Background: an optimization exercise with open tools, aiming at small area. Do not read the settings as production practice. In this exercise RTL edits were held to simulation tests only and were not proved equivalent to the original. Power and IR drop assume default switching activity.

## flow/constraint.sdc

```tcl
create_clock -name core_clock -period 8.0 [get_ports {clk}]
set_input_delay 1.6000 -clock core_clock [delete_from_list [all_inputs] [get_ports {clk}]]
set_output_delay 1.6000 -clock core_clock [all_outputs]
set_load 0.01 [all_outputs]
```

## flow/design.v

```verilog
module regfile_sb_lsel (
  input  logic reset,
  input  logic nb_r,
  input  logic nb_k,
  input  logic na_r,
  input  logic na_k,
  output logic sb,
  output logic sa,
  output logic sh
);
  assign sb = ~(nb_r | nb_k);
  assign sa = ~(na_r | na_k);
  assign sh = ~(reset | sb | sa);
endmodule
module regfile_sb_lane (
  input  logic       clk,
  input  logic       sb,
  input  logic       sa,
  input  logic       sh,
  input  logic [7:0] wdb,
  input  logic [7:0] wda,
  output logic [7:0] q
);
  always_ff @(posedge clk)
    q <= ({8{sb}} & wdb) | ({8{sa}} & wda) | ({8{sh}} & q);
endmodule
module regfile_sb_ao3n (
  input  logic [2:0] s,
  input  logic [2:0] d,
  output logic       y
);
  assign y = ~|(s & d);
endmodule
module regfile_sb_nand2 (input logic a, input logic b, output logic y);
  assign y = ~(a & b);
endmodule
module regfile_sb_nand3 (input logic a, input logic b, input logic c, output logic y);
  assign y = ~(a & b & c);
endmodule
module regfile_sb_nand4 (input logic a, input logic b, input logic c, input logic d,
                         output logic y);
  assign y = ~(a & b & c & d);
endmodule
module regfile_sb_rdout (
  input  logic [2:0] p,
  input  logic       byb,
  input  logic       bya,
  input  logic       byp,
  input  logic       wb,
  input  logic       wa,
  output logic       o
);
  logic nm, t;
  assign nm = ~|p;
  assign t  = ~((byb & wb) | (bya & wa));
  assign o  = ~(t & (nm | byp));
endmodule
module regfile_sb_rdbit (
  input  logic [30:0] sel,
  input  logic [30:0] d,
  input  logic        byb,
  input  logic        bya,
  input  logic        byp,
  input  logic        wb,
  input  logic        wa,
  output logic        o
);
  logic [10:0] l;
  logic [2:0]  p;
  genvar i;
  for (i = 0; i < 10; i++) begin : g_leaf
    regfile_sb_ao3n u_ao (.s(sel[3*i +: 3]), .d(d[3*i +: 3]), .y(l[i]));
  end
  regfile_sb_nand2 u_n30 (.a(sel[30]), .b(d[30]), .y(l[10]));
  regfile_sb_nand4 u_p0 (.a(l[0]), .b(l[1]), .c(l[2]), .d(l[3]), .y(p[0]));
  regfile_sb_nand4 u_p1 (.a(l[4]), .b(l[5]), .c(l[6]), .d(l[7]), .y(p[1]));
  regfile_sb_nand3 u_p2 (.a(l[8]), .b(l[9]), .c(l[10]), .y(p[2]));
  regfile_sb_rdout u_out (.p(p), .byb(byb), .bya(bya), .byp(byp), .wb(wb), .wa(wa), .o(o));
endmodule
module regfile_sb #(
  parameter int DATA_W   = 32,
  parameter int ADDR_W   = 5,
  parameter int ZERO_REG = 1
) (
  input  logic                  clk,
  input  logic                  reset,
  input  logic [ADDR_W-1:0]     ra1,
  input  logic [ADDR_W-1:0]     ra2,
  output logic [DATA_W-1:0]     rd1,
  output logic [DATA_W-1:0]     rd2,
  output logic                  rbusy1,
  output logic                  rbusy2,
  input  logic                  wea,
  input  logic                  web,
  input  logic [ADDR_W-1:0]     waa,
  input  logic [ADDR_W-1:0]     wab,
  input  logic [DATA_W-1:0]     wda,
  input  logic [DATA_W-1:0]     wdb,
  input  logic [DATA_W/8-1:0]   bea,
  input  logic [DATA_W/8-1:0]   beb,
  input  logic                  iss_en,
  input  logic [ADDR_W-1:0]     iss_addr,
  output logic [2**ADDR_W-1:0]  busy_vec
);
  localparam int NREG = 2**ADDR_W;
  localparam int NB   = DATA_W/8;
  localparam int R0   = (ZERO_REG != 0) ? 1 : 0;
  localparam int NS   = NREG - R0;    
  logic [NREG-1:0] decA, decB, decI, dec1, dec2;
  always_comb begin
    for (int r = 0; r < NREG; r++) begin
      decA[r] = wea    && (waa      == ADDR_W'(r));
      decB[r] = web    && (wab      == ADDR_W'(r));
      decI[r] = iss_en && (iss_addr == ADDR_W'(r));
      dec1[r] = (ra1 == ADDR_W'(r));
      dec2[r] = (ra2 == ADDR_W'(r));
    end
  end
  logic anyA, anyB;
  assign anyA = |bea;
  assign anyB = |beb;
  logic          same;
  logic [NB-1:0] ea;
  assign same = web && (waa == wab);
  assign ea   = bea & ~({NB{same}} & beb);
  logic [DATA_W-1:0] q [NS];
  logic [NS-1:0]     busy;
  genvar gr, gk;
  generate
    for (gr = 0; gr < NS; gr++) begin : g_reg
      localparam int R = gr + R0;
      for (gk = 0; gk < NB; gk++) begin : g_lane
        logic sb, sa, sh;
        regfile_sb_lsel u_sel (
          .reset (reset),
          .nb_r  (~(decB[R] & ~reset)),
          .nb_k  (~beb[gk]),
          .na_r  (~(decA[R] & ~reset)),
          .na_k  (~ea[gk]),
          .sb    (sb),
          .sa    (sa),
          .sh    (sh)
        );
        regfile_sb_lane u_lane (
          .clk (clk),
          .sb  (sb),
          .sa  (sa),
          .sh  (sh),
          .wdb (wdb[8*gk +: 8]),
          .wda (wda[8*gk +: 8]),
          .q   (q[gr][8*gk +: 8])
        );
      end
      always_ff @(posedge clk)
        busy[gr] <= ~reset & (decI[R] |
                    (busy[gr] & ~((decA[R] & anyA) | (decB[R] & anyB))));
    end
  endgenerate
  if (R0 != 0) begin : g_bz
    assign busy_vec = {busy, 1'b0};
  end else begin : g_bnz
    assign busy_vec = busy;
  end
  logic [NS-1:0] s1, s2;
  assign s1 = dec1[NREG-1:R0];
  assign s2 = dec2[NREG-1:R0];
  logic nz1, nz2, hA1, hB1, hA2, hB2, hI1, hI2;
  assign nz1 = (R0 == 0) || (ra1 != '0);
  assign nz2 = (R0 == 0) || (ra2 != '0);
  assign hA1 = nz1 && wea && (waa == ra1);
  assign hB1 = nz1 && web && (wab == ra1);
  assign hA2 = nz2 && wea && (waa == ra2);
  assign hB2 = nz2 && web && (wab == ra2);
  assign hI1 = iss_en && (iss_addr == ra1);
  assign hI2 = iss_en && (iss_addr == ra2);
  logic [NB-1:0] byb1, bya1, byp1, byb2, bya2, byp2;
  assign byb1 = {NB{hB1}} & beb;
  assign bya1 = {NB{hA1}} & ea;
  assign byp1 = byb1 | bya1;
  assign byb2 = {NB{hB2}} & beb;
  assign bya2 = {NB{hA2}} & ea;
  assign byp2 = byb2 | bya2;
  genvar gb;
  generate
    for (gb = 0; gb < DATA_W; gb++) begin : g_bit
      logic [NS-1:0] col;
      for (gr = 0; gr < NS; gr++) begin : g_col
        assign col[gr] = q[gr][gb];
      end
      regfile_sb_rdbit u_rd1 (
        .sel(s1), .d(col), .byb(byb1[gb/8]), .bya(bya1[gb/8]), .byp(byp1[gb/8]),
        .wb(wdb[gb]), .wa(wda[gb]), .o(rd1[gb]));
      regfile_sb_rdbit u_rd2 (
        .sel(s2), .d(col), .byb(byb2[gb/8]), .bya(bya2[gb/8]), .byp(byp2[gb/8]),
        .wb(wdb[gb]), .wa(wda[gb]), .o(rd2[gb]));
    end
  endgenerate
  assign rbusy1 = |(s1 & busy) && !(((hA1 && anyA) || (hB1 && anyB)) && !hI1);
  assign rbusy2 = |(s2 & busy) && !(((hA2 && anyA) || (hB2 && anyB)) && !hI2);
endmodule
```

## flow/config.mk

```make
export PLATFORM = sky130hd
export DESIGN_NAME = regfile_sb
export DESIGN_NICKNAME = regfile_sb
export VERILOG_FILES = /design/flow/design.v
export SDC_FILE = /design/flow/constraint.sdc
export NUM_CORES = 4
export LEC_CHECK = 0
export CAP_MARGIN = 20
export CORE_MARGIN = 2
export CORE_UTILIZATION = 25
export CTS_BUF_LIST = sky130_fd_sc_hd__clkbuf_4 sky130_fd_sc_hd__clkbuf_8
export CTS_CLUSTER_DIAMETER = 40
export CTS_CLUSTER_SIZE = 12
export PLACE_DENSITY = 0.45
export SETUP_SLACK_MARGIN = 0.5
export SLEW_MARGIN = 20
export SYNTH_HIERARCHICAL = 1
export SYNTH_MINIMUM_KEEP_SIZE = 0
```

## flow/run.sh

```bash
#!/bin/bash
# synth_recipe.tcl (not shown) runs the flow's synth.tcl, then flattens the netlist and writes it again
# the make line also repeats each setting of config.mk as NAME=value (left out here)
make -C /OpenROAD-flow-scripts/flow DESIGN_CONFIG=/design/flow/config.mk WORK_HOME=/design/flow/orfs CLKGATE_MAP_FILE= SYNTH_SCRIPT=/design/flow/synth_recipe.tcl finish
```

==> key figures, run 1 <==
Logic synthesis
  • Synth area leader: dfxtp_1
  • Syn Inst Count: roughly 5400
  • Synthesized cell area: approximately 51000 um^2
  • EDFF count, synth: 0
  • Sequential area share after synthesis: approximately two fifths
  • Ranking of synthesized cells by area: dfxtp_1 (40%), a222oi_1 (32%), inv_1 (7.3%)
  • Most common cell in the synthesized netlist: a222oi_1
  • Ys async rst share: 0%
  • Top post-synthesis cells by count: a222oi_1 (1632), dfxtp_1 (1023), inv_1 (1005)
  • Yosys top cell area share: 39.86%
  • Syn Area/Cell: 9.494 um^2
  • Syn_nets: between 5000 and 6000
  • Flops & latches, synth: 1023
  • Synth unique cells: between 70 and 80
  • Yosys warns: 9
  • Top_reg_cell synth: dfxtp_1

Routing
  • Initial drt markers: approximately 19000
  • Wirelength per Cell: ~37 um
  • First-pass DRT Iterations: 17
  • Total Wirelength: around 310 mm
  • Vias/cell: 6.730
  • Final ANT Viol Nets: 0
  • Residual DRC: 0
  • Via count: 56660

STA
  • Min Tclk post-route: approximately 7.5 ns
  • Final period util: between 90 and 100%
  • Unrepaired setup endpoints after global routing: yes
  • Setup TNS: 0 ns
  • Max Clk Rate: 133.8 MHz
  • Max_slew headroom: 15.93%
  • Max-slew violations: 0
  • Final Setup Violations: 0
  • Tightest Pin Transition: around 1.3 ns
  • Setup Skew: 0 ns
  • Final hold violation count: 0

CTS
  • Htree depth: 4
  • Sink Count: 1023
  • Reg clk slew, reported paths: around 0.060 ns
  • Worst-Skew Late Latency: approximately 0.98 ns
  • CTS buffer count: around 190
  • CTS tree: yes
  • Longest Clk Path Bufs: 3
  • Postcts setup bufs: 0
  • Clock root buffer: clkbuf_8

Floorplan
  • Starting Density: between 20% and 30%
  • Die Wd: between 400 and 500 um
  • I/O pin total: 200
  • Core region area: approximately 200000 um^2
  • Row count: 166
  • Die H: around 460 um
  • Total die area: ~210000 um^2

Place
  • DP Area: about 56000 um^2
  • HPWL Detailed: approximately 210 mm
  • RD Place Congestion: 0.9994
  • IO buf count: around 200

Final layout
  • Reg area: about 20000 um^2
  • Layout cells sized above 1: 16.25%
  • Post-layout nets: 5654
  • Multi-input logic area: 24770 um^2
  • Design area: about 60000 um^2
  • Area Growth Syn to Fin: 17.48%
  • Number of fill cells: 21610

Status
  • Status: complete, no violations

Critical path
  • CP Capture Type: primary output
  • Worst Path Arrival: slightly below 6 ns
  • Worst setup SP type: input pin
  • Crit path required time: around 6.4 ns
  • Max FO, Critical Path: 32
  • WS Path Type: input pin to primary output

Global route
  • Pin count of the biggest net entering global routing: 92
  • GRT Util Overall: between 20% and 30%
  • Initial antenna violation count: 27
  • Total gr overflow: 0
  • First-pass GRT wire length: approximately 420 mm
  • Vias in the first global route: slightly above 50000

Min path
  • Hold Path Class: register to register

Power
  • PwrDens: ~200 nW/um^2
  • LEAKAGE: approximately 27 nW
  • Maximum VDD drop: around 0.14 mV

Flow run
  • Maxcap violations: 0
-- report_power, final --
group          total [W]  internal (W)  switching [W]  leakage (nW)
logic           0.000958      0.000192       0.000765          16.7
clock network    0.00617       0.00343        0.00274          2.28
registers        0.00518       0.00514      0.0000487          8.25
total             0.0123       0.00876        0.00356          27.2
-- metrics by stage --
stage | instances | total power, W | hold slack (ns) | util, % | setup slack, ns
finish | 8419 | 0.01232 | 0.4951 | 29.54 | 0.5272
global route | 8413 | 0.01262 | 0.5157 | 29.53 | 0.4539
CTS | 8398 | 0.01235 | 0.4934 | 29.44 | 0.5838
detailed placement | 8046 | 0.006206 | 0.4743 | 27.20 | 0.5866
global placement | 8045 | 0.006206 | 0.4648 | 27.18 | 0.4741
floorplan | 5412 | 0.005607 | 0.4546 | - | 1.152
-- per-layer routing --
metal | up-vias | global-route usage (%) | share of wire, %
li1 | 23100 | - | -
met1 | 27790 | 34.86 | 36
met2 | 4866 | 42.04 | 42
met3 | 889 | 8.048 | 13
met4 | 8 | 21.59 | 8.7
met5 | - | 0 | 0.021
-- area by class of cell --
cell class / count / share of cell area [%]
Multi-Input combinational cell: 2953 / 41.04
Sequential cell: 1023 / 33.93
Inverter: 1005 / 6.249
Tap cell: 2688 / 5.572
Timing Repair Buffer: 383 / 5.565
Clock buffer: 225 / 4.954
Clock inverter: 127 / 2.630
Antenna cell: 15 / 0.06218
-- critical path: stages --
cell	delay, ns
clkdlybuf4s50_1	0.82
buf_4	0.26
nor2b_1	0.24
nand2_1	0.30
nor2_4	0.98
a222oi_1	0.39
nand4_1	0.20
nor3_1	0.07
o21ai_1	0.35
clkdlybuf4s50_1	0.63
-- cells in the final DEF, fill, tap and decap left out, types with 6 or more instances in the layout --
cell type	synthesis	final
xor2_1	18	18
xnor2_1	17	17
or2_1	8	8
clkinv_4	0	27
mux2i_1	7	7
nor3_1	89	72
a32oi_1	6	6
a222oi_1	1632	1632
buf_2	17	49
a22oi_1	102	102
nor2b_1	11	11
clkdlybuf4s50_1	0	148
nor2_1	241	191
clkbuf_4	0	17
diode_2	0	15
nand2b_1	21	21
a21oi_1	9	9
nor2_2	124	125
buf_12	0	10
o21ai_1	65	65
inv_6	0	30
clkinv_2	0	17
nand4_1	134	134
and2_1	8	8
dfxtp_1	1023	1023
o22ai_1	9	9
clkinvlp_4	0	23
clkbuf_8	0	208
buf_4	2	169
nand3_1	87	87
nor3_2	124	139
inv_1	1005	1001
nor2_4	0	49
bufinv_16	0	26
nand2_1	147	146
-- modules after synthesis (local to each module, per instance), excerpt --
module            cell area [um^2]  times used  cells inside  flip-flops and latches
regfile_sb                    3861           1           604                      31
regfile_sb_ao3n              10.01         640             1                       0
regfile_sb_lane              291.5         124            27                       8
regfile_sb_lsel              20.02         124             3                       0
regfile_sb_nand2             3.754          64             1                       0
regfile_sb_nand3             5.005          64             1                       0
regfile_sb_nand4             6.256         128             1                       0
regfile_sb_rdout             17.52          64             3                       0
-- repair_timing --
action	in CTS	in global routing
gates resized for setup	0	1
endpoints found under the hold margin	0	0
hold buffers	0	0
endpoints found under the setup margin	0	9
-- path summary, 6_finish.rpt --
check | startpoint | to | slack (ns) | cells after the start
setup / recovery | ra1[0] | rd1[22] | 0.53 | 10
setup reg to reg | busy[23] | busy[23] | 6.53 | 4
hold / removal | g_reg[28].g_lane[2].u_lane.q[3] | g_reg[28].g_lane[2].u_lane.q[3] | 0.50 | 2
hold reg to reg | g_reg[28].g_lane[2].u_lane.q[3] | g_reg[28].g_lane[2].u_lane.q[3] | 0.50 | 2
-- flip-flops by register name, summed over array words and instances (netlist names) --
register / cells
busy: 31
g.g_lane.u_lane.q: 992
-- kinds of logic (layout without fill, tap and decap cells) --
logic type             Yosys count  count (layout)  synth area share (%)
AO/OA/AOI/OAI                 1864            1864                 34.87
buffers and inverters         1436            1740                 13.01
AND/OR/NAND/NOR               1041            1041                 11.41
flip-flops                    1023            1023                 39.86
XOR/XNOR                        35              35                0.5966
multiplexers                    12              12                0.2459
other                            1              16              0.007298
==> run 2: changes to the inputs <==
--- a/flow/design.v
+++ b/flow/design.v
@@ -1,15 +1,11 @@
-module regfile_sb_lsel (
+module regfile_sb_lhold (
   input  logic reset,
-  input  logic nb_r,
-  input  logic nb_k,
-  input  logic na_r,
-  input  logic na_k,
-  output logic sb,
-  output logic sa,
+  input  logic db,
+  input  logic eb,
+  input  logic da,
+  input  logic ea,
   output logic sh
 );
-  assign sb = ~(nb_r | nb_k);
-  assign sa = ~(na_r | na_k);
-  assign sh = ~(reset | sb | sa);
+  assign sh = ~((db & eb) | (da & ea) | reset);
 endmodule
 module regfile_sb_lane (
@@ -18,10 +14,10 @@
   input  logic       sa,
   input  logic       sh,
-  input  logic [7:0] wdb,
-  input  logic [7:0] wda,
+  input  logic [7:0] xb,
+  input  logic [7:0] xa,
   output logic [7:0] q
 );
   always_ff @(posedge clk)
-    q <= ({8{sb}} & wdb) | ({8{sa}} & wda) | ({8{sh}} & q);
+    q <= ~(({8{sb}} & xb) | ({8{sa}} & xa) | ({8{sh}} & q));
 endmodule
 module regfile_sb_ao3n (
@@ -44,4 +40,5 @@
 module regfile_sb_rdout (
   input  logic [2:0] p,
+  input  logic       pp,
   input  logic       byb,
   input  logic       bya,
@@ -52,5 +49,5 @@
 );
   logic nm, t;
-  assign nm = ~|p;
+  assign nm = ~((|p) ^ pp);
   assign t  = ~((byb & wb) | (bya & wa));
   assign o  = ~(t & (nm | byp));
@@ -62,4 +59,5 @@
   input  logic        bya,
   input  logic        byp,
+  input  logic        pp,
   input  logic        wb,
   input  logic        wa,
@@ -76,5 +74,5 @@
   regfile_sb_nand4 u_p1 (.a(l[4]), .b(l[5]), .c(l[6]), .d(l[7]), .y(p[1]));
   regfile_sb_nand3 u_p2 (.a(l[8]), .b(l[9]), .c(l[10]), .y(p[2]));
-  regfile_sb_rdout u_out (.p(p), .byb(byb), .bya(bya), .byp(byp), .wb(wb), .wa(wa), .o(o));
+  regfile_sb_rdout u_out (.p(p), .pp(pp), .byb(byb), .bya(bya), .byp(byp), .wb(wb), .wa(wa), .o(o));
 endmodule
 module regfile_sb #(
@@ -124,4 +122,21 @@
   assign same = web && (waa == wab);
   assign ea   = bea & ~({NB{same}} & beb);
+  logic ph;
+  always_ff @(posedge clk)
+    ph <= reset | ~ph;
+  logic [DATA_W-1:0] xb, xa;
+  always_comb begin
+    for (int b = 0; b < DATA_W; b++) begin
+      xb[b] = beb[b/8] & (wdb[b] ^ ph);
+      xa[b] = ea[b/8]  & (wda[b] ^ ph);
+    end
+  end
+  logic [NS-1:0] hb, ha;
+  always_comb begin
+    for (int r = 0; r < NS; r++) begin
+      hb[r] = decB[r + R0] & ~reset;
+      ha[r] = decA[r + R0] & ~reset;
+    end
+  end
   logic [DATA_W-1:0] q [NS];
   logic [NS-1:0]     busy;
@@ -131,22 +146,20 @@
       localparam int R = gr + R0;
       for (gk = 0; gk < NB; gk++) begin : g_lane
-        logic sb, sa, sh;
-        regfile_sb_lsel u_sel (
+        logic sh;
+        regfile_sb_lhold u_hold (
           .reset (reset),
-          .nb_r  (~(decB[R] & ~reset)),
-          .nb_k  (~beb[gk]),
-          .na_r  (~(decA[R] & ~reset)),
-          .na_k  (~ea[gk]),
-          .sb    (sb),
-          .sa    (sa),
+          .db    (hb[gr]),
+          .eb    (beb[gk]),
+          .da    (ha[gr]),
+          .ea    (ea[gk]),
           .sh    (sh)
         );
         regfile_sb_lane u_lane (
           .clk (clk),
-          .sb  (sb),
-          .sa  (sa),
+          .sb  (hb[gr]),
+          .sa  (ha[gr]),
           .sh  (sh),
-          .wdb (wdb[8*gk +: 8]),
-          .wda (wda[8*gk +: 8]),
+          .xb  (xb[8*gk +: 8]),
+          .xa  (xa[8*gk +: 8]),
           .q   (q[gr][8*gk +: 8])
         );
@@ -174,4 +187,7 @@
   assign hI1 = iss_en && (iss_addr == ra1);
   assign hI2 = iss_en && (iss_addr == ra2);
+  logic pp1, pp2;
+  assign pp1 = ph & nz1;
+  assign pp2 = ph & nz2;
   logic [NB-1:0] byb1, bya1, byp1, byb2, bya2, byp2;
   assign byb1 = {NB{hB1}} & beb;
@@ -189,8 +205,8 @@
       end
       regfile_sb_rdbit u_rd1 (
-        .sel(s1), .d(col), .byb(byb1[gb/8]), .bya(bya1[gb/8]), .byp(byp1[gb/8]),
+        .sel(s1), .d(col), .byb(byb1[gb/8]), .bya(bya1[gb/8]), .byp(byp1[gb/8]), .pp(pp1),
         .wb(wdb[gb]), .wa(wda[gb]), .o(rd1[gb]));
       regfile_sb_rdbit u_rd2 (
-        .sel(s2), .d(col), .byb(byb2[gb/8]), .bya(bya2[gb/8]), .byp(byp2[gb/8]),
+        .sel(s2), .d(col), .byb(byb2[gb/8]), .bya(bya2[gb/8]), .byp(byp2[gb/8]), .pp(pp2),
         .wb(wdb[gb]), .wa(wda[gb]), .o(rd2[gb]));
     end
==> flow/flow/run.sh (new file) <==
#!/bin/bash
set -euo pipefail
bash standard.sh \
  "BUFFER_PORTS_ARGS=-buffer_cell sky130_fd_sc_hd__buf_1" \
  "CTS_ARGS=-sink_clustering_enable -repair_clock_nets -dont_use_dummy_load -buf_list sky130_fd_sc_hd__clkbuf_8 -sink_clustering_size 20 -sink_clustering_max_diameter 50" \
  RECOVER_POWER=100 \
  finish > flow_make.log 2>&1
==> flow/standard.sh (new file) <==
#!/bin/bash
# synth_recipe.tcl (not shown) runs the flow's synth.tcl, then flattens the netlist and writes it again
# the make line also repeats each setting of config.mk as NAME=value (left out here)
make -C /OpenROAD-flow-scripts/flow DESIGN_CONFIG=/design/flow/config.mk WORK_HOME=/design/flow/orfs CLKGATE_MAP_FILE= SYNTH_SCRIPT=/design/flow/synth_recipe.tcl "${@:-finish}"
--- a/flow/config.mk
+++ b/flow/config.mk
@@ -7,9 +7,8 @@
 export LEC_CHECK = 0
 export CAP_MARGIN = 20
+export CELL_PAD_IN_SITES_DETAIL_PLACEMENT = 1
+export CELL_PAD_IN_SITES_GLOBAL_PLACEMENT = 1
 export CORE_MARGIN = 2
 export CORE_UTILIZATION = 25
-export CTS_BUF_LIST = sky130_fd_sc_hd__clkbuf_4 sky130_fd_sc_hd__clkbuf_8
-export CTS_CLUSTER_DIAMETER = 40
-export CTS_CLUSTER_SIZE = 12
 export PLACE_DENSITY = 0.45
 export SETUP_SLACK_MARGIN = 0.5
removed: flow/run.sh
==> key figures, run 2 <==
Global route
  • Initial antenna violation count: 27 (unchanged)
  • Vias in the first global route: 52200 (was 51050)
  • First-pass GRT wire length: 440.8 mm (was 423.1 mm)
  • GRT Util Overall: 31.13% (was 28.44%)
  • Pin count of the biggest net entering global routing: 48 (was 92)
  • Total gr overflow: 0 (unchanged)

STA
  • Max-slew violations: 808 (was 0)
  • Max_slew headroom: -97.38% (was 15.93%)
  • Worst setup margin: 0.3318 ns (was 0.5272 ns)
  • Max Clk Rate: 130.4 MHz (was 133.8 MHz)
  • Tightest Pin Transition: 2.950 ns (was 1.261 ns)
  • Setup TNS: 0 ns (unchanged)
  • Final hold violation count: 0 (unchanged)
  • Final Setup Violations: 0 (unchanged)
  • Unrepaired setup endpoints after global routing: no (was yes)
  • Final period util: 95.85% (was 93.41%)
  • Setup Skew: 0.07524 ns (was 0 ns)
  • Min Tclk post-route: 7.668 ns (was 7.473 ns)

Place
  • RD Place Congestion: 0.9482 (was 0.9994)
  • IO buf count: 198 (unchanged)
  • HPWL Detailed: 223.8 mm (was 208.7 mm)
  • Pre-CTS setup slack: 0.8779 ns (was 0.5866 ns)

Logic synthesis
  • Largest family of logic cells by synthesized area: compound AO/OA/AOI/OAI gates (unchanged)
  • Ranking of synthesized cells by area: dfxtp_1 (42%), a222oi_1 (33%), a221oi_2 (3.8%) (was dfxtp_1 (40%), a222oi_1 (32%), inv_1 (7.3%))
  • EDFF count, synth: 0 (unchanged)
  • Sequential area share after synthesis: 41.92% (was 39.86%)
  • Flops & latches, synth: 1024 (was 1023)
  • Syn Inst Count: 4409 (was 5412)
  • Synth Area in Compound Gates: 41.99% (was 34.87%)
  • Adder-cell share of the synthesized area: 0% (unchanged)
  • Yosys top cell area share: 41.92% (was 39.86%)
  • Synth unique cells: 69 (was 71)
  • Synth area leader: dfxtp_1 (unchanged)
  • Multiplexer share of the synthesized area: 0.2431% (was 0.2459%)
  • Synthesized cell area: 48900 um^2 (was 51380 um^2)
  • Top_reg_cell synth: dfxtp_1 (unchanged)
  • Ys async rst share: 0% (unchanged)
  • Syn_nets: 4511 (was 5514)
  • Most common cell in the synthesized netlist: a222oi_1 (unchanged)
  • Yosys warns: 9 (unchanged)
  • Synth Area in XOR/XNOR: 1.773% (was 0.5966%)
  • Synth Area in Simple Gates: 7.776% (was 11.41%)
  • Top post-synthesis cells by count: a222oi_1 (1632), dfxtp_1 (1024), clkbuf_2 (248) (was a222oi_1 (1632), dfxtp_1 (1023), inv_1 (1005))
  • Syn Area/Cell: 11.09 um^2 (was 9.494 um^2)

Critical path
  • Max incr delay on CP: 1.42 ns (was 0.98 ns)
  • Worst path cell trace: clkbuf_1 > nand2_1 > nor2_2 > buf_4 > a222oi_1 > nand3_1 > nor4_1 > o31ai_1 > buf_1 (was clkdlybuf4s50_1 > buf_4 > nor2b_1 > nand2_1 > nor2_4 > a222oi_1 > nand4_1 > nor3_1 > o21ai_1 > clkdlybuf4s50_1)
  • Critical R2R Launch: ph (was busy[23])
  • Crit path required time: 6.40 ns (about the same)
  • WS Path Type: input pin to primary output (unchanged)
  • Worst r2r dst: g_reg[16].g_lane[3].u_lane.q[2] (was busy[23])
  • R2R cell count: 5 (was 4)
  • CP Capture Type: primary output (unchanged)
  • Max FO, Critical Path: 17 (was 32)
  • Critical path startpoint: ra1[3] (was ra1[0])
  • Bufs and invs on worst path: 3 (unchanged)
  • Reg-to-reg setup timing slack: 4.82 ns (was 6.53 ns)
  • Worst setup SP type: input pin (unchanged)
  • Worst Path Arrival: 6.07 ns (was 5.87 ns)
  • CP top delay family: simple AND/OR/NAND/NOR gates (unchanged)
  • CP max stage cell: nor2_2 (was nor2_4)

Final layout
  • Most common cell after layout, fill and taps aside: a222oi_1 (unchanged)
  • Reg with most FFs: g.g_lane.u_lane.q (unchanged)
  • Max reg flops: 992 (unchanged)
  • Layout cells sized above 1: 14.59% (was 16.25%)
  • Post-layout nets: 4757 (was 5654)
  • Area Growth Syn to Fin: 12.26% (was 17.48%)
  • Util after Layout: 28.21% (was 29.54%)
  • Biggest regs: g.g_lane.u_lane.q x992, busy x31, ph x1 (was g.g_lane.u_lane.q x992, busy x31)
  • Commonest cells after routing, fill and taps aside: a222oi_1 (1632), dfxtp_1 (1023), buf_4 (286) (was a222oi_1 (1632), dfxtp_1 (1023), inv_1 (1001))

Power
  • LEAKAGE: 18.52 nW (was 27.19 nW)
  • Maximum VDD drop: 0.1729 mV (was 0.1425 mV)
  • PwrDens: 211.7 nW/um^2 (was 204.0 nW/um^2)

CTS
  • Clock root buffer: clkbuf_8 (unchanged)
  • Postcts setup bufs: 0 (unchanged)
  • Worst-Skew Late Latency: 0.98 ns (about the same)
  • CTS tree: yes (unchanged)
  • Htree depth: 4 (unchanged)
  • CTS buffer count: 145 (was 186)
  • Cts hold-fix bufs: 0 (unchanged)
  • Reg clk slew, reported paths: 0.06 ns (about the same)
  • Post-CTS resize count: 0 (unchanged)
  • Longest Clk Path Bufs: 3 (unchanged)
  • Sink Count: 1024 (was 1023)

Min path
  • Hold Path Depth: 1 (was 2)
  • Hold Path Class: register to register (unchanged)
  • Hold Path Origin: g_reg[4].g_lane[2].u_lane.q[5] (was g_reg[28].g_lane[2].u_lane.q[3])
  • Hold path endpoint: g_reg[4].g_lane[2].u_lane.q[5] (was g_reg[28].g_lane[2].u_lane.q[3])

Routing
  • Wirelength per Cell: 45.28 um (was 37.36 um)
  • Via count: 54950 (was 56660)
  • Residual DRC: 0 (unchanged)
  • Final ANT Viol Nets: 0 (unchanged)
  • Initial drt markers: 15830 (was 18750)
  • Total Wirelength: 326.4 mm (was 314.5 mm)
  • Vias/cell: 7.623 (was 6.730)
  • First-pass DRT Iterations: 14 (was 17)

Floorplan
  • Die H: 446.3 um (was 457.4 um)
  • I/O pin total: 200 (unchanged)
  • Die Wd: 446.3 um (was 457.4 um)
  • Row count: 162 (was 166)
  • Total die area: 199100 um^2 (was 209200 um^2)
  • Core region area: 194600 um^2 (was 204400 um^2)
  • Starting Density: 25.13% (was 25.14%)

Status
  • Status: failed layout checks (was complete, no violations)
  • Layout check faults: max-capacitance violations, max-slew violations

Flow run
  • Maxcap violations: 40 (was 0)
## run 2: where the power goes
part / internal, W / switching, W / total (W)
Combinational: 0.000618 / 0.00145 / 0.00207
Clock: 0.00160 / 0.00209 / 0.00369
Sequential: 0.00551 / 0.000356 / 0.00586
Total: 0.00772 / 0.00390 / 0.0116
## run 2: cell families (layout without fill, tap and decap cells)
kind of cell,after synthesis,after routing
multiplexers,10,10
flip-flops,1024,1024
AO/OA/AOI/OAI,2055,2055
buffers and inverters,469,713
XOR/XNOR,99,99
other,1,14
AND/OR/NAND/NOR,751,751
## run 2: routing by layer
metal	global-route usage [%]	vias up	routed length, um
met5	0	-	105
met4	16.99	16	19470
met3	8.602	753	42020
met2	45.11	4406	135900
met1	41.49	28250	128900
li1	-	21520	-
## run 2: per-module statistics from Yosys, one instance, submodules excluded, excerpt
module | area (um^2) | copies in the design | flops+latches
regfile_sb_lane | 261.5 | 124 | 8
regfile_sb_nand4 | 6.256 | 128 | 0
regfile_sb | 4921 | 1 | 32
regfile_sb_ao3n | 10.01 | 640 | 0
regfile_sb_nand2 | 3.754 | 64 | 0
regfile_sb_nand3 | 5.005 | 64 | 0
regfile_sb_lhold | 15.01 | 124 | 0
regfile_sb_rdout | 30.03 | 64 | 0
## run 2: area by class of cell
| cell class | count | area [um^2] |
|---|---|---|
| multi-input cells | 2916 | 25540 |
| fillers | 21670 | 139700 |
| diodes | 13 | 32.53 |
| inverters | 18 | 67.56 |
| clock buffers | 145 | 1996 |
| repair buffers | 550 | 3577 |
| flip-flops and latches | 1024 | 20500 |
| well taps | 2542 | 3181 |
## run 2: through the flow
stage / hold WS, ns / total power, W / instances / area [um^2]
detailed placement: 0.4588 / 0.007984 / 7045 / 53850
finish: 0.4707 / 0.01162 / 7208 / 54890
CTS: 0.4695 / 0.01163 / 7190 / 55840
global placement: 0.4488 / 0.007958 / 7040 / 53800
floorplan: 0.4382 / 0.006942 / 4409 / 48900
global route: 0.4847 / 0.01197 / 7201 / 54880
## run 2: worst max-delay path by stage
stage / end / cells after the start
3_3_place_gp: rd2[31] / 9
3_5_place_dp: rd2[31] / 9
2_1_floorplan: rd1[0] / 8
4_1_cts: rd2[31] / 9
6_report: rd1[12] / 9
5_1_grt: g_reg[7].g_lane[2].u_lane.q[6] / 8
==> run 3: changes to the inputs <==
==> flow/flow/run.sh (replaced) <==
#!/bin/bash
set -euo pipefail
bash standard.sh \
  "BUFFER_PORTS_ARGS=-buffer_cell sky130_fd_sc_hd__buf_1" \
  "CTS_ARGS=-sink_clustering_enable -repair_clock_nets -dont_use_dummy_load -buf_list sky130_fd_sc_hd__clkbuf_8 -sink_clustering_size 20 -sink_clustering_max_diameter 50" \
  finish > flow_make.log 2>&1
==> key figures, run 3 <==
Status
  • Status: complete, no violations (was failed layout checks)

Final layout
  • Most common cell after layout, fill and taps aside: a222oi_1 (unchanged)
  • Multi-input logic area: 26450 um^2 (was 25540 um^2)
  • Design area: 55960 um^2 (was 54890 um^2)
  • Reg with most FFs: g.g_lane.u_lane.q (unchanged)
  • Layout cells sized above 1: 18.27% (was 14.59%)
  • Area Growth Syn to Fin: 14.44% (was 12.26%)
  • Number of fill cells: 21520 (was 21670)
  • Biggest regs: g.g_lane.u_lane.q x992, busy x31, ph x1 (unchanged)
  • Post-layout nets: 4757 (unchanged)
  • Max reg flops: 992 (unchanged)
  • Reg area: 20500 um^2 (unchanged)
  • Commonest cells after routing, fill and taps aside: a222oi_1 (1632), dfxtp_1 (1023), buf_4 (325) (was a222oi_1 (1632), dfxtp_1 (1023), buf_4 (286))

Logic synthesis
  • Multiplexer share of the synthesized area: 0.2431% (unchanged)
  • Adder-cell share of the synthesized area: 0% (unchanged)
  • Ys async rst share: 0% (unchanged)
  • Syn Area/Cell: 11.09 um^2 (unchanged)
  • Sequential area share after synthesis: 41.92% (unchanged)
  • Synth Area in Compound Gates: 41.99% (unchanged)
  • Syn Inst Count: 4409 (unchanged)
  • Synth unique cells: 69 (unchanged)
  • Synth area leader: dfxtp_1 (unchanged)
  • Top_reg_cell synth: dfxtp_1 (unchanged)
  • Synth Area in Simple Gates: 7.776% (unchanged)
  • Syn_nets: 4511 (unchanged)
  • Top post-synthesis cells by count: a222oi_1 (1632), dfxtp_1 (1024), clkbuf_2 (248) (unchanged)
  • Yosys top cell area share: 41.92% (unchanged)
  • EDFF count, synth: 0 (unchanged)
  • Flops & latches, synth: 1024 (unchanged)
  • Yosys warns: 9 (unchanged)
  • Synth Area in XOR/XNOR: 1.773% (unchanged)
  • Largest family of logic cells by synthesized area: compound AO/OA/AOI/OAI gates (unchanged)
  • Synthesized cell area: 48900 um^2 (unchanged)
  • Ranking of synthesized cells by area: dfxtp_1 (42%), a222oi_1 (33%), a221oi_2 (3.8%) (unchanged)
  • Most common cell in the synthesized netlist: a222oi_1 (unchanged)

Power
  • LEAKAGE: 19.07 nW (was 18.52 nW)
  • Tot Pwr: 0.01166 W (was 0.01162 W)
  • Internal: 0.007733 W (was 0.007724 W)
  • Sw power: 0.003926 W (was 0.003896 W)
  • Maximum VDD drop: 0.1770 mV (was 0.1729 mV)
  • Clock power share: 31.7% (about the same)
  • Flop pwr share: 50.3% (was 50.5%)
  • Switching Share: 33.67% (was 33.53%)
  • Part of the power in combinational logic: 18.0% (was 17.8%)
  • PwrDens: 208.4 nW/um^2 (was 211.7 nW/um^2)

Critical path
  • R2R cell count: 5 (unchanged)
  • Worst Path Arrival: 5.56 ns (was 6.07 ns)
  • CP max stage cell: a222oi_1 (was nor2_2)
  • Critical R2R Launch: ph (unchanged)
  • Bufs and invs on worst path: 3 (unchanged)
  • Critical path startpoint: ra2[4] (was ra1[3])
  • CP top delay family: compound AO/OA/AOI/OAI gates (was simple AND/OR/NAND/NOR gates)
  • Worst r2r dst: g_reg[13].g_lane[3].u_lane.q[2] (was g_reg[16].g_lane[3].u_lane.q[2])
  • Worst path cell trace: buf_1 > nand2b_1 > nor2_4 > buf_4 > a222oi_1 > nand4_1 > o31a_1 > o31ai_1 > buf_1 (was clkbuf_1 > nand2_1 > nor2_2 > buf_4 > a222oi_1 > nand3_1 > nor4_1 > o31ai_1 > buf_1)
  • Max incr delay on CP: 0.81 ns (was 1.42 ns)
  • Reg-to-reg setup timing slack: 4.90 ns (was 4.82 ns)
  • Crit path required time: 6.40 ns (about the same)
  • Most Frequent Cell on Critical Path: buf_1
  • Worst setup SP type: input pin (unchanged)
  • WS Path Type: input pin to primary output (unchanged)
  • CP Capture Type: primary output (unchanged)
  • Max FO, Critical Path: 18 (was 17)

Min path
  • Hold Path Depth: 1 (unchanged)
  • Hold path endpoint: g_reg[4].g_lane[2].u_lane.q[5] (unchanged)
  • Hold Path Class: register to register (unchanged)
  • Hold Path Origin: g_reg[4].g_lane[2].u_lane.q[5] (unchanged)

Global route
  • Total gr overflow: 0 (unchanged)
  • Pin count of the biggest net entering global routing: 48 (unchanged)
  • Initial antenna violation count: 27 (unchanged)
  • GRT Util Overall: 31.13% (unchanged)
  • Vias in the first global route: 52200 (unchanged)
  • First-pass GRT wire length: 440.8 mm (unchanged)

CTS
  • Cts hold-fix bufs: 0 (unchanged)
  • Longest Clk Path Bufs: 3 (unchanged)
  • Sink Count: 1024 (unchanged)
  • CTS buffer count: 145 (unchanged)
  • Clock root buffer: clkbuf_8 (unchanged)
  • Reg clk slew, reported paths: 0.06 ns (about the same)
  • Postcts setup bufs: 0 (unchanged)
  • Post-CTS resize count: 0 (unchanged)
  • Worst-Skew Late Latency: 0.99 ns (was 0.98 ns)
  • Htree depth: 4 (unchanged)
  • CTS tree: yes (unchanged)

Place
  • Pre-CTS setup slack: 0.8779 ns (unchanged)
  • RD Place Congestion: 0.9482 (unchanged)
  • DP Area: 53850 um^2 (unchanged)
  • IO buf count: 198 (unchanged)
  • HPWL Detailed: 223.8 mm (unchanged)

Floorplan
  • Total die area: 199100 um^2 (unchanged)
  • Starting Density: 25.13% (unchanged)
  • Core region area: 194600 um^2 (unchanged)
  • Die H: 446.3 um (unchanged)
  • Row count: 162 (unchanged)
  • Die Wd: 446.3 um (unchanged)
  • I/O pin total: 200 (unchanged)

STA
  • Final Setup Violations: 0 (unchanged)
  • Setup Skew: 0.07045 ns (was 0.07524 ns)
  • Setup TNS: 0 ns (unchanged)
  • Max-slew violations: 0 (was 808)
  • Tightest Pin Transition: 1.260 ns (was 2.950 ns)
  • Final hold violation count: 0 (unchanged)
  • Final period util: 89.56% (was 95.85%)
  • Min Tclk post-route: 7.165 ns (was 7.668 ns)
  • Unrepaired setup endpoints after global routing: no (unchanged)
  • Max Clk Rate: 139.6 MHz (was 130.4 MHz)
  • Max_slew headroom: 15.77% (was -97.38%)
  • Worst setup margin: 0.8352 ns (was 0.3318 ns)

Routing
  • Total Wirelength: 326.7 mm (was 326.4 mm)
  • Initial drt markers: 16050 (was 15830)
  • First-pass DRT Iterations: 13 (was 14)
  • Final ANT Viol Nets: 0 (unchanged)
  • Vias/cell: 7.639 (was 7.623)
  • Wirelength per Cell: 45.32 um (was 45.28 um)
  • Via count: 55070 (was 54950)
  • Residual DRC: 0 (unchanged)

Flow run
  • Maxcap violations: 0 (was 40)
==> run 3: stage by stage <==
stage               utilization, %  instances  hold WS (ns)
floorplan                        -       4409        0.4382
global placement             27.65       7040        0.4488
detailed placement           27.67       7045        0.4588
CTS                          28.70       7190        0.4695
global route                 28.75       7201        0.4847
finish                       28.76       7209        0.4707
==> run 3: per-layer routing <==
| layer | wire length [um] | vias to the layer above | GRT usage (%) | part of all wire, % |
|---|---|---|---|---|
| li1 | - | 21540 | - | - |
| met1 | 131300 | 28480 | 41.49 | 40 |
| met2 | 137100 | 4310 | 45.11 | 42 |
| met3 | 39830 | 734 | 8.602 | 12 |
| met4 | 18420 | 16 | 16.99 | 5.6 |
| met5 | 93 | - | 0 | 0.028 |
==> run 3: cell type report <==
class                           count  share of cell area, %
Multi-Input combinational cell   2916                  47.27
Sequential cell                  1024                  36.64
Timing Repair Buffer              550                  6.659
Tap cell                         2542                  5.684
Clock buffer                      145                  3.566
Inverter                           18                 0.1207
Antenna cell                       14                0.06261
==> run 3: how the worst max path moves through the flow <==
stage          depth (start not counted)       to  slack (ns)
6_report                               9  rd2[31]        0.84
3_5_place_dp                           9  rd2[31]        0.88
4_1_cts                                9  rd2[31]        0.88
5_1_grt                                9  rd2[31]        0.73
2_1_floorplan                          8   rd1[0]        1.46
3_3_place_gp                           9  rd2[31]        0.93
==> run 3: cell families after synthesis <==
group	after synthesis
xor+xnor	99
flops	1024
mux	10
simple gates	751
other cells	1
compound gates	2055
buf+inv	469
==> run 3: worst register-to-register path: cells and delay by family, from the launching register on <==
family          cells  cell delay (ns)
compound gates      1             0.14
xor+xnor            1             0.22
buf+inv             2             1.03
simple gates        1             0.79
flops               1             0.74
==> run 3: per-module statistics from Yosys, one instance, submodules excluded, a selection <==
module,cells inside,copies in the design
regfile_sb,777,1
regfile_sb_ao3n,1,640
regfile_sb_lane,19,124
regfile_sb_lhold,1,124
regfile_sb_nand2,1,64
regfile_sb_nand3,1,64
regfile_sb_nand4,1,128
regfile_sb_rdout,4,64
==> run 3: power by group through the flow <==
stage               Clock (W)  Sequential (W)  Combinational [W]
floorplan                   0         0.00584            0.00111
global placement            0         0.00594            0.00201
detailed placement          0         0.00594            0.00204
CTS                   0.00375         0.00584            0.00204
global route          0.00393         0.00590            0.00217
finish                0.00369         0.00586            0.00210
==> run 4: changes to the inputs <==
--- a/flow/config.mk
+++ b/flow/config.mk
@@ -11,5 +11,5 @@
 export CORE_MARGIN = 2
 export CORE_UTILIZATION = 25
-export PLACE_DENSITY = 0.45
+export PLACE_DENSITY = 0.4
 export SETUP_SLACK_MARGIN = 0.5
 export SLEW_MARGIN = 20
==> key figures, run 4 <==
Final layout
  • Number of fill cells: 21550 (was 21520)
  • Util after Layout: 28.79% (was 28.76%)
  • Commonest cells after routing, fill and taps aside: a222oi_1 (1632), dfxtp_1 (1023), buf_4 (336) (was a222oi_1 (1632), dfxtp_1 (1023), buf_4 (325))
  • Area Growth Syn to Fin: 14.58% (was 14.44%)
  • Post-layout nets: 4774 (was 4757)
  • Reg with most FFs: g.g_lane.u_lane.q (unchanged)
  • Layout cells sized above 1: 18.54% (was 18.27%)
  • Max reg flops: 992 (unchanged)
  • Biggest regs: g.g_lane.u_lane.q x992, busy x31, ph x1 (unchanged)
  • Most common cell after layout, fill and taps aside: a222oi_1 (unchanged)
  • Non-Filler Instances: 7218 (was 7209)

Critical path
  • CP Capture Type: primary output (unchanged)
  • R2R cell count: 5 (unchanged)
  • WS Path Type: input pin to primary output (unchanged)
  • Critical R2R Launch: ph (unchanged)
  • Critical path startpoint: ra2[4] (unchanged)
  • Worst setup SP type: input pin (unchanged)
  • Worst Path Arrival: 5.56 ns (about the same)
  • Reg-to-reg setup timing slack: 5.11 ns (was 4.90 ns)
  • Worst r2r dst: g_reg[23].g_lane[0].u_lane.q[3] (was g_reg[13].g_lane[3].u_lane.q[2])
  • Crit path required time: 6.40 ns (about the same)
  • Max FO, Critical Path: 17 (was 18)

CTS
  • CTS tree: yes (unchanged)
  • Cts hold-fix bufs: 0 (unchanged)
  • Clock root buffer: clkbuf_8 (unchanged)
  • Sink Count: 1024 (unchanged)
  • Reg clk slew, reported paths: 0.05 ns (was 0.06 ns)
  • Postcts setup bufs: 0 (unchanged)
  • Post-CTS resize count: 0 (unchanged)
  • CTS buffer count: 160 (was 145)
  • Worst-Skew Late Latency: 0.99 ns (about the same)
  • Longest Clk Path Bufs: 3 (unchanged)
  • Htree depth: 4 (unchanged)

Min path
  • Hold Path Class: register to register (unchanged)
  • Hold Path Depth: 1 (unchanged)
  • Hold Path Origin: g_reg[4].g_lane[1].u_lane.q[2] (was g_reg[4].g_lane[2].u_lane.q[5])
  • Hold path endpoint: g_reg[4].g_lane[1].u_lane.q[2] (was g_reg[4].g_lane[2].u_lane.q[5])

Logic synthesis
  • Ys async rst share: 0% (unchanged)
  • Top post-synthesis cells by count: a222oi_1 (1632), dfxtp_1 (1024), clkbuf_2 (248) (unchanged)
  • Syn_nets: 4511 (unchanged)
  • Sequential area share after synthesis: 41.92% (unchanged)
  • Syn Area/Cell: 11.09 um^2 (unchanged)
  • Yosys top cell area share: 41.92% (unchanged)
  • Synth unique cells: 69 (unchanged)
  • Flops & latches, synth: 1024 (unchanged)
  • Most common cell in the synthesized netlist: a222oi_1 (unchanged)
  • Yosys warns: 9 (unchanged)
  • EDFF count, synth: 0 (unchanged)
  • Synthesized cell area: 48900 um^2 (unchanged)
  • Syn Inst Count: 4409 (unchanged)
  • Top_reg_cell synth: dfxtp_1 (unchanged)
  • Ranking of synthesized cells by area: dfxtp_1 (42%), a222oi_1 (33%), a221oi_2 (3.8%) (unchanged)
  • Synth area leader: dfxtp_1 (unchanged)

Power
  • LEAKAGE: 19.16 nW (was 19.07 nW)
  • PwrDens: 213.4 nW/um^2 (was 208.4 nW/um^2)
  • Tot Pwr: 0.01196 W (was 0.01166 W)
  • Maximum VDD drop: 0.1317 mV (was 0.1770 mV)

Place
  • Dpl cells: 7050 (was 7045)
  • RD Place Congestion: 0.8903 (was 0.9482)
  • IO buf count: 198 (unchanged)
  • HPWL Detailed: 235.2 mm (was 223.8 mm)

Status
  • Status: complete, no violations (unchanged)

Global route
  • Pin count of the biggest net entering global routing: 91 (was 48)
  • Initial antenna violation count: 23 (was 27)
  • First-pass GRT wire length: 462.5 mm (was 440.8 mm)
  • Vias in the first global route: 52310 (was 52200)
  • Total gr overflow: 0 (unchanged)
  • GRT Util Overall: 33.09% (was 31.13%)

Routing
  • Final ANT Viol Nets: 0 (unchanged)
  • Initial drt markers: 15780 (was 16050)
  • Wirelength per Cell: 47.95 um (was 45.32 um)
  • First-pass DRT Iterations: 11 (was 13)
  • Total Wirelength: 346.1 mm (was 326.7 mm)
  • Residual DRC: 0 (unchanged)
  • Via count: 55230 (was 55070)
  • Vias/cell: 7.652 (was 7.639)

STA
  • Final period util: 89.53% (was 89.56%)
  • Max-slew violations: 0 (unchanged)
  • Max_slew headroom: 19.20% (was 15.77%)
  • Unrepaired setup endpoints after global routing: no (unchanged)
  • Min Tclk post-route: 7.162 ns (was 7.165 ns)
  • Setup Skew: 0.08008 ns (was 0.07045 ns)
  • Final hold violation count: 0 (unchanged)
  • Final Setup Violations: 0 (unchanged)
  • Setup TNS: 0 ns (unchanged)
  • Tightest Pin Transition: 1.212 ns (was 1.260 ns)
  • Max Clk Rate: 139.6 MHz (about the same)

Floorplan
  • Row count: 162 (unchanged)
  • I/O pin total: 200 (unchanged)
  • Core region area: 194600 um^2 (unchanged)
  • Die Wd: 446.3 um (unchanged)
  • Die H: 446.3 um (unchanged)
  • Total die area: 199100 um^2 (unchanged)
  • Starting Density: 25.13% (unchanged)

Flow run
  • Maxcap violations: 0 (unchanged)
[run 4: how the worst max path moves through the flow]
| stage | depth (start not counted) | end | slack, ns |
|---|---|---|---|
| 5_1_grt | 9 | rd2[22] | 0.85 |
| 2_1_floorplan | 8 | rd1[0] | 1.46 |
| 6_report | 9 | rd2[22] | 0.84 |
| 3_5_place_dp | 9 | rd2[22] | 1.02 |
| 4_1_cts | 9 | rd2[22] | 1.03 |
| 3_3_place_gp | 9 | rd1[22] | 1.03 |
[run 4: metal layers]
metal	vias up	share of wire, %	routed length [um]	GRT usage [%]
li1	21560	-	-	-
met3	636	11	38310	7.186
met1	28840	42	144400	45.54
met2	4199	43	147400	49.36
met5	-	0	0	0.09768
met4	0	4.6	16000	14.37
[run 4: logic make-up after synthesis]
group	Yosys count	synth area share, %
compound gates	2055	41.99
xor+xnor	99	1.773
buf+inv	469	6.287
flops	1024	41.92
mux	10	0.2431
other cells	1	0.007669
simple gates	751	7.776
[run 4: cell type report]
type / instances / area (um^2) / area share (%)
Sequential cell: 1024 / 20500 / 36.59
Inverter: 18 / 67.56 / 0.1206
Tap cell: 2542 / 3181 / 5.677
Antenna cell: 6 / 15.01 / 0.02680
Timing Repair Buffer: 552 / 3622 / 6.465
Clock buffer: 160 / 2202 / 3.930
Multi-Input combinational cell: 2916 / 26440 / 47.19
[run 4: metrics by stage]
stage          setup slack (ns)  instance area [um^2]  hold WS, ns
4_1_cts                   1.029                 55960       0.4687
5_1_grt                  0.8464                 56020       0.4835
6_report                 0.8379                 56030       0.4693
2_1_floorplan             1.461                 48900       0.4382
3_3_place_gp              1.026                 53610       0.4496
3_5_place_dp              1.024                 53760       0.4578
[run 4: critical path: stages]
cell	delay (ns)
buf_1	0.49
nand2_1	0.64
nor2_4	0.79
buf_4	0.45
a222oi_1	0.21
nand4_1	0.23
nor4_1	0.09
o31ai_1	0.78
buf_1	0.22
[run 4: power by group]
part,total [W],internal (W),leakage (nW),switching (W)
Combinational,0.00215,0.000627,9.41,0.00152
Sequential,0.00587,0.00551,8.60,0.000356
Clock,0.00394,0.00176,1.15,0.00218
[run 4: modules after synthesis, one instance, submodules excluded, a selection]
module            cell area, um^2  flip-flops and latches  cells inside
regfile_sb_nand2            3.754                       0             1
regfile_sb_rdout            30.03                       0             4
regfile_sb_ao3n             10.01                       0             1
regfile_sb_nand3            5.005                       0             1
regfile_sb                   4921                      32           777
regfile_sb_lane             261.5                       8            19
regfile_sb_lhold            15.01                       0             1
==> run 5: changes to the inputs <==
--- a/flow/config.mk
+++ b/flow/config.mk
@@ -6,12 +6,12 @@
 export NUM_CORES = 4
 export LEC_CHECK = 0
-export CAP_MARGIN = 20
+export CAP_MARGIN = 10
 export CELL_PAD_IN_SITES_DETAIL_PLACEMENT = 1
 export CELL_PAD_IN_SITES_GLOBAL_PLACEMENT = 1
 export CORE_MARGIN = 2
 export CORE_UTILIZATION = 25
-export PLACE_DENSITY = 0.4
+export PLACE_DENSITY = 0.45
 export SETUP_SLACK_MARGIN = 0.5
-export SLEW_MARGIN = 20
+export SLEW_MARGIN = 10
 export SYNTH_HIERARCHICAL = 1
 export SYNTH_MINIMUM_KEEP_SIZE = 0
==> key figures, run 5 <==
Logic synthesis
  • Synth unique cells: 69 (unchanged)
  • Syn_nets: 4511 (unchanged)
  • Top_reg_cell synth: dfxtp_1 (unchanged)
  • Most common cell in the synthesized netlist: a222oi_1 (unchanged)
  • Ys async rst share: 0% (unchanged)
  • Yosys warns: 9 (unchanged)
  • Synth area leader: dfxtp_1 (unchanged)
  • Syn Area/Cell: 11.09 um^2 (unchanged)
  • Synthesized cell area: 48900 um^2 (unchanged)
  • EDFF count, synth: 0 (unchanged)
  • Yosys top cell area share: 41.92% (unchanged)
  • Syn Inst Count: 4409 (unchanged)
  • Sequential area share after synthesis: 41.92% (unchanged)
  • Ranking of synthesized cells by area: dfxtp_1 (42%), a222oi_1 (33%), a221oi_2 (3.8%) (unchanged)
  • Top post-synthesis cells by count: a222oi_1 (1632), dfxtp_1 (1024), clkbuf_2 (248) (unchanged)
  • Flops & latches, synth: 1024 (unchanged)

Critical path
  • Worst setup SP type: input pin (unchanged)
  • Crit path required time: 6.40 ns (about the same)
  • Worst Path Arrival: 5.59 ns (was 5.56 ns)
  • CP Capture Type: primary output (unchanged)
  • Max FO, Critical Path: 18 (was 17)
  • WS Path Type: input pin to primary output (unchanged)

Routing
  • Total Wirelength: 326.5 mm (was 346.1 mm)
  • Residual DRC: 0 (unchanged)
  • Via count: 55020 (was 55230)
  • Initial drt markers: 15440 (was 15780)
  • Final ANT Viol Nets: 0 (unchanged)
  • Vias/cell: 7.643 (was 7.652)
  • First-pass DRT Iterations: 15 (was 11)
  • Wirelength per Cell: 45.36 um (was 47.95 um)

Power
  • Part of the power in combinational logic: 17.8% (was 18.0%)
  • LEAKAGE: 19.05 nW (was 19.16 nW)
  • Flop pwr share: 49.9% (was 49.1%)
  • PwrDens: 210.0 nW/um^2 (was 213.4 nW/um^2)
  • Clock power share: 32.2% (was 33.0%)
  • Sw power: 0.003948 W (was 0.004065 W)
  • Tot Pwr: 0.01174 W (was 0.01196 W)
  • Internal: 0.007794 W (was 0.007892 W)
  • Switching Share: 33.62% (was 33.99%)
  • Maximum VDD drop: 0.1810 mV (was 0.1317 mV)

STA
  • Tightest Pin Transition: 1.376 ns (was 1.212 ns)
  • Max Clk Rate: 139.2 MHz (was 139.6 MHz)
  • Worst setup margin: 0.8144 ns (was 0.8379 ns)
  • Final Setup Violations: 0 (unchanged)
  • Final period util: 89.82% (was 89.53%)
  • Setup Skew: 0.05149 ns (was 0.08008 ns)
  • Unrepaired setup endpoints after global routing: no (unchanged)
  • Final hold violation count: 0 (unchanged)
  • Max_slew headroom: 8.241% (was 19.20%)
  • Setup TNS: 0 ns (unchanged)
  • Min Tclk post-route: 7.186 ns (was 7.162 ns)
  • Max-slew violations: 0 (unchanged)

Floorplan
  • I/O pin total: 200 (unchanged)
  • Die H: 446.3 um (unchanged)
  • Total die area: 199100 um^2 (unchanged)
  • Row count: 162 (unchanged)
  • Starting Density: 25.13% (unchanged)
  • Die Wd: 446.3 um (unchanged)
  • Core region area: 194600 um^2 (unchanged)

Global route
  • Initial antenna violation count: 21 (was 23)
  • Total gr overflow: 0 (unchanged)
  • Pin count of the biggest net entering global routing: 48 (was 91)
  • GRT Util Overall: 31.17% (was 33.09%)
  • Vias in the first global route: 52480 (was 52310)
  • First-pass GRT wire length: 441.8 mm (was 462.5 mm)

Place
  • DP Area: 53800 um^2 (was 53760 um^2)
  • RD Place Congestion: 0.9482 (was 0.8903)
  • IO buf count: 198 (unchanged)
  • HPWL Detailed: 223.4 mm (was 235.2 mm)
  • Pre-CTS setup slack: 0.8902 ns (was 1.024 ns)

Final layout
  • Commonest cells after routing, fill and taps aside: a222oi_1 (1632), dfxtp_1 (1023), buf_4 (319) (was a222oi_1 (1632), dfxtp_1 (1023), buf_4 (336))
  • Most common cell after layout, fill and taps aside: a222oi_1 (unchanged)
  • Layout cells sized above 1: 18.19% (was 18.54%)
  • Post-layout nets: 4754 (was 4774)
  • Area Growth Syn to Fin: 14.34% (was 14.58%)
  • Util after Layout: 28.73% (was 28.79%)
  • Biggest regs: g.g_lane.u_lane.q x992, busy x31, ph x1 (unchanged)
  • Design area: 55910 um^2 (was 56030 um^2)
  • Max reg flops: 992 (unchanged)
  • Reg with most FFs: g.g_lane.u_lane.q (unchanged)

CTS
  • Longest Clk Path Bufs: 3 (unchanged)
  • Worst-Skew Late Latency: 0.98 ns (was 0.99 ns)
  • Reg clk slew, reported paths: 0.05 ns (about the same)
  • Postcts setup bufs: 0 (unchanged)
  • CTS tree: yes (unchanged)
  • Cts hold-fix bufs: 0 (unchanged)
  • Sink Count: 1024 (unchanged)
  • CTS buffer count: 151 (was 160)
  • Post-CTS resize count: 0 (unchanged)
  • Clock root buffer: clkbuf_8 (unchanged)
  • Htree depth: 4 (unchanged)

Flow run
  • Maxcap violations: 0 (unchanged)

Min path
  • Hold Path Class: register to register (unchanged)

Status
  • Status: complete, no violations (unchanged)
[run 5: final cells by class]
class	count	area (um^2)
Antenna cell	7	17.52
Clock buffer	151	2078
Fill cell	21480	138700
Inverter	18	67.56
Multi-Input combinational cell	2916	26440
Sequential cell	1024	20500
Tap cell	2542	3181
Timing Repair Buffer	541	3618
[run 5: per-module statistics from Yosys, one instance, submodules excluded, excerpt]
module | cells | area, um^2 | flops+latches
regfile_sb_lane | 19 | 261.5 | 8
regfile_sb_nand3 | 1 | 5.005 | 0
regfile_sb | 777 | 4921 | 32
regfile_sb_lhold | 1 | 15.01 | 0
regfile_sb_ao3n | 1 | 10.01 | 0
regfile_sb_nand4 | 1 | 6.256 | 0
regfile_sb_nand2 | 1 | 3.754 | 0
regfile_sb_rdout | 4 | 30.03 | 0
[run 5: worst max-delay path: stages]
cell	delay (ns)
buf_1	0.52
nand2b_1	0.69
nor2_4	0.26
buf_4	0.32
a222oi_1	0.84
nand4_1	0.26
o31a_1	0.34
o31ai_1	0.47
buf_1	0.24
[run 5: metrics by stage]
| stage | hold slack, ns | std cells |
|---|---|---|
| 2_1_floorplan | 0.4382 | 4409 |
| 3_3_place_gp | 0.4488 | 7040 |
| 3_5_place_dp | 0.4581 | 7040 |
| 4_1_cts | 0.4688 | 7191 |
| 5_1_grt | 0.4836 | 7195 |
| 6_report | 0.4713 | 7199 |
[run 5: power groups by stage]
stage	combinational (W)	clock, W	sequential [W]
6_report	0.00210	0.00378	0.00587
5_1_grt	0.00217	0.00403	0.00590
4_1_cts	0.00204	0.00384	0.00584
3_5_place_dp	0.00204	0	0.00594
3_3_place_gp	0.00201	0	0.00594
2_1_floorplan	0.00111	0	0.00584
[run 5: final timing paths]
kind / startpoint / endpoint / slack [ns] / depth (start not counted)
worst max-delay path: ra2[4] / rd2[31] / 0.81 / 9
worst min-delay path: g_reg[7].g_lane[1].u_lane.q[7] / g_reg[7].g_lane[1].u_lane.q[7] / 0.47 / 1
worst max register to register: ph / g_reg[24].g_lane[2].u_lane.q[0] / 4.87 / 5
worst min register to register: g_reg[7].g_lane[1].u_lane.q[7] / g_reg[7].g_lane[1].u_lane.q[7] / 0.47 / 1
[run 5: logic make-up after synthesis]
kind of cell	share of synthesized area [%]
other	0.007669
muxes	0.2431
AOI/OAI and AO/OA	41.99
and+or+nand+nor	7.776
DFF	41.92
buffers and inverters	6.287
xor gates and xnor gates	1.773
[run 5: routing by layer]
layer  track usage (%)  vias to the layer above  wire (um)
li1                  -                    21520          -
met1             41.29                    28360     129700
met2             45.07                     4363     135800
met3             8.942                      759      41230
met4             17.38                       16      19670
met5                 0                        -        120
==> run 6: changes to the inputs <==
==> flow/run.sh (new file) <==
#!/bin/bash
# synth_recipe.tcl (not shown) runs the flow's synth.tcl, then flattens the netlist and writes it again
# the make line also repeats each setting of config.mk as NAME=value (left out here)
make -C /OpenROAD-flow-scripts/flow DESIGN_CONFIG=/design/flow/config.mk WORK_HOME=/design/flow/orfs CLKGATE_MAP_FILE= SYNTH_SCRIPT=/design/flow/synth_recipe.tcl finish
--- a/flow/config.mk
+++ b/flow/config.mk
@@ -6,12 +6,15 @@
 export NUM_CORES = 4
 export LEC_CHECK = 0
-export CAP_MARGIN = 10
+export CAP_MARGIN = 20
 export CELL_PAD_IN_SITES_DETAIL_PLACEMENT = 1
 export CELL_PAD_IN_SITES_GLOBAL_PLACEMENT = 1
 export CORE_MARGIN = 2
 export CORE_UTILIZATION = 25
-export PLACE_DENSITY = 0.45
+export CTS_BUF_LIST = sky130_fd_sc_hd__clkbuf_8
+export CTS_CLUSTER_DIAMETER = 50
+export CTS_CLUSTER_SIZE = 20
+export PLACE_DENSITY = 0.4
 export SETUP_SLACK_MARGIN = 0.5
-export SLEW_MARGIN = 10
+export SLEW_MARGIN = 20
 export SYNTH_HIERARCHICAL = 1
 export SYNTH_MINIMUM_KEEP_SIZE = 0
removed: flow/flow/run.sh
removed: flow/standard.sh
==> key figures, run 6 <==
Status
  • Status: complete, no violations (unchanged)

Floorplan
  • Row count: 162 (unchanged)
  • Die Wd: 446.3 um (unchanged)
  • Die H: 446.3 um (unchanged)
  • Total die area: 199100 um^2 (unchanged)
  • Core region area: 194600 um^2 (unchanged)

Routing
  • Met3 WL: 38.48 mm (was 41.23 mm)
  • Final ANT Viol Nets: 0 (unchanged)
  • Via count: 55960 (was 55020)
  • Wirelength per Cell: 46.81 um (was 45.36 um)
  • Residual DRC: 0 (unchanged)
  • Top sig layer: met5 (unchanged)

Critical path
  • Max FO, Critical Path: 17 (was 18)
  • CP max stage cell: nor2_4 (was a222oi_1)
  • Bufs and invs on worst path: 4 (was 3)
  • CP Capture Type: primary output (unchanged)
  • Worst path cell trace: clkdlybuf4s50_1 > or3_4 > nor2_4 > buf_4 > a222oi_1 > nand4_1 > nor4_1 > o31ai_1 > buf_4 > clkdlybuf4s50_1 (was buf_1 > nand2b_1 > nor2_4 > buf_4 > a222oi_1 > nand4_1 > o31a_1 > o31ai_1 > buf_1)
  • Max incr delay on CP: 0.76 ns (was 0.84 ns)
  • WS Path Type: input pin to primary output (unchanged)
  • Crit path required time: 6.40 ns (about the same)

Logic synthesis
  • Synth unique cells: 69 (unchanged)
  • EDFF count, synth: 0 (unchanged)
  • Syn Area/Cell: 11.09 um^2 (unchanged)
  • Ranking of synthesized cells by area: dfxtp_1 (42%), a222oi_1 (33%), a221oi_2 (3.8%) (unchanged)
  • Flops & latches, synth: 1024 (unchanged)
  • Syn Inst Count: 4409 (unchanged)
  • Most common cell in the synthesized netlist: a222oi_1 (unchanged)
  • Sequential area share after synthesis: 41.92% (unchanged)
  • Synth area leader: dfxtp_1 (unchanged)
  • Yosys warns: 9 (unchanged)

Final layout
  • Reg area: 20500 um^2 (unchanged)
  • Max reg flops: 992 (unchanged)
  • Post-layout nets: 4825 (was 4754)
  • Number of fill cells: 21310 (was 21480)

CTS
  • Cts hold-fix bufs: 0 (unchanged)
  • Sink Count: 1024 (unchanged)
  • CTS buffer count: 159 (was 151)
  • Clock root buffer: clkbuf_8 (unchanged)

STA
  • Tightest Pin Transition: 1.224 ns (was 1.376 ns)
  • Setup Skew: 0.04403 ns (was 0.05149 ns)
  • Max Clk Rate: 133.0 MHz (was 139.2 MHz)
  • Max_slew headroom: 18.38% (was 8.241%)

Power
  • Tot Pwr: 0.01368 W (was 0.01174 W)
  • PwrDens: 229.5 nW/um^2 (was 210.0 nW/um^2)

Place
  • HPWL Detailed: 234.2 mm (was 223.4 mm)
  • IO buf count: 198 (unchanged)

Global route
  • First-pass GRT wire length: 463.4 mm (was 441.8 mm)
  • Total gr overflow: 0 (unchanged)

Flow run
  • Maxcap violations: 0 (unchanged)
==> run 6: cell counts after synthesis <==
No cell type changed its count.
==> run 6: modules after synthesis (local to each module, per instance), a selection <==
module,flip-flops and latches,area [um^2],cells inside,times used
regfile_sb_nand3,0,5.005,1,64
regfile_sb_rdout,0,30.03,4,64
regfile_sb_ao3n,0,10.01,1,640
regfile_sb_lane,8,261.5,19,124
regfile_sb_nand4,0,6.256,1,128
regfile_sb_lhold,0,15.01,1,124
regfile_sb,32,4921,777,1
regfile_sb_nand2,0,3.754,1,64
==> run 6: layer usage <==
metal	up-vias	GRT usage, %
met5	-	0
met4	6	15.60
met3	704	8.456
met2	4270	49.75
met1	29120	43.95
li1	21860	-
==> run 6: logic make-up (layout without fill, tap and decap cells) <==
family / count (synthesis) / count (layout) / share of synthesized area [%]
xor+xnor: 99 / 99 / 1.773
flops: 1024 / 1024 / 41.92
buf+inv: 469 / 918 / 6.287
simple gates: 751 / 751 / 7.776
mux: 10 / 10 / 0.2431
other cells: 1 / 9 / 0.007669
compound gates: 2055 / 2055 / 41.99
==> run 6: layout make-up <==
class / count / area share (%)
clock inverters: 118 / 2.269
inverters: 18 / 0.1133
clock buffers: 178 / 4.110
repair buffers: 604 / 9.368
flip-flops and latches: 1024 / 34.40
well taps: 2542 / 5.336
diodes: 8 / 0.03358
multi-input cells: 2916 / 44.38
==> run 6: through the flow <==
stage                     hold WS [ns]  instance area, um^2  setup WS (ns)  std cells
after floorplan                 0.4382                48900          1.461       4409
after CTS                       0.4709                59200         0.5858       7369
after global routing            0.4824                59590         0.4973       7401
after detailed placement        0.4584                55390         0.5763       7073
final                           0.4718                59610         0.4794       7408
after global placement          0.4500                55340         0.5120       7069
==> run 6: worst paths after layout <==
| kind | end | slack [ns] | cells past startpoint | start |
|---|---|---|---|---|
| max reg2reg | g_reg[17].g_lane[0].u_lane.q[0] | 4.62 | 5 | ph |
| min | g_reg[16].g_lane[3].u_lane.q[7] | 0.47 | 1 | g_reg[16].g_lane[3].u_lane.q[7] |
| max | rd2[24] | 0.48 | 10 | ra2[3] |
| min reg2reg | g_reg[16].g_lane[3].u_lane.q[7] | 0.47 | 1 | g_reg[16].g_lane[3].u_lane.q[7] |
==> run 6: timing repair <==
action,CTS,global route
setup endpoints to repair,0,11
buffers inserted,0,27
resized for setup,0,3
==> run 6: worst reg2reg max path, cell delays in order (launching register included) <==
cell and delay, ns:
dfxtp_4 0.82, buf_4 0.66, xnor2_1 0.23, nor2_2 0.75, buf_4 0.48, a222oi_1 0.22
==> run 6: where the power goes <==
group | switching [W] | leakage (nW) | internal, W
logic | 0.00152 | 10.3 | 0.000774
clock network | 0.00276 | 1.92 | 0.00275
registers | 0.000367 | 8.60 | 0.00550
total | 0.00465 | 20.8 | 0.00903

[re-timing with driven ports]
The flow's constraints put no driver on any port. The routed layouts listed below were extracted and timed again, unchanged, in two steps.
Step 1 assumes that a clkbuf_16 drives the clock port and a buf_2 every other input.
Step 2 also shifts input and output timing later by t, the mid clock arrival at the registers, as if the neighbouring blocks saw the same clock.
Slacks: no drivers / after step 1 / after step 2; pairs: no drivers / after step 1.
run	t (ns)	slack for setup (ns)
run 1	1.044	0.527 / 0.499 / 0.499
run 2	1.007	0.332 / 0.268 / -0.395
run 3	1.014	0.835 / 0.809 / 0.809
run 4	1.020	0.838 / 0.812 / 0.812
run 5	1.014	0.814 / 0.776 / 0.776
run 6	1.067	0.479 / 0.415 / 0.415
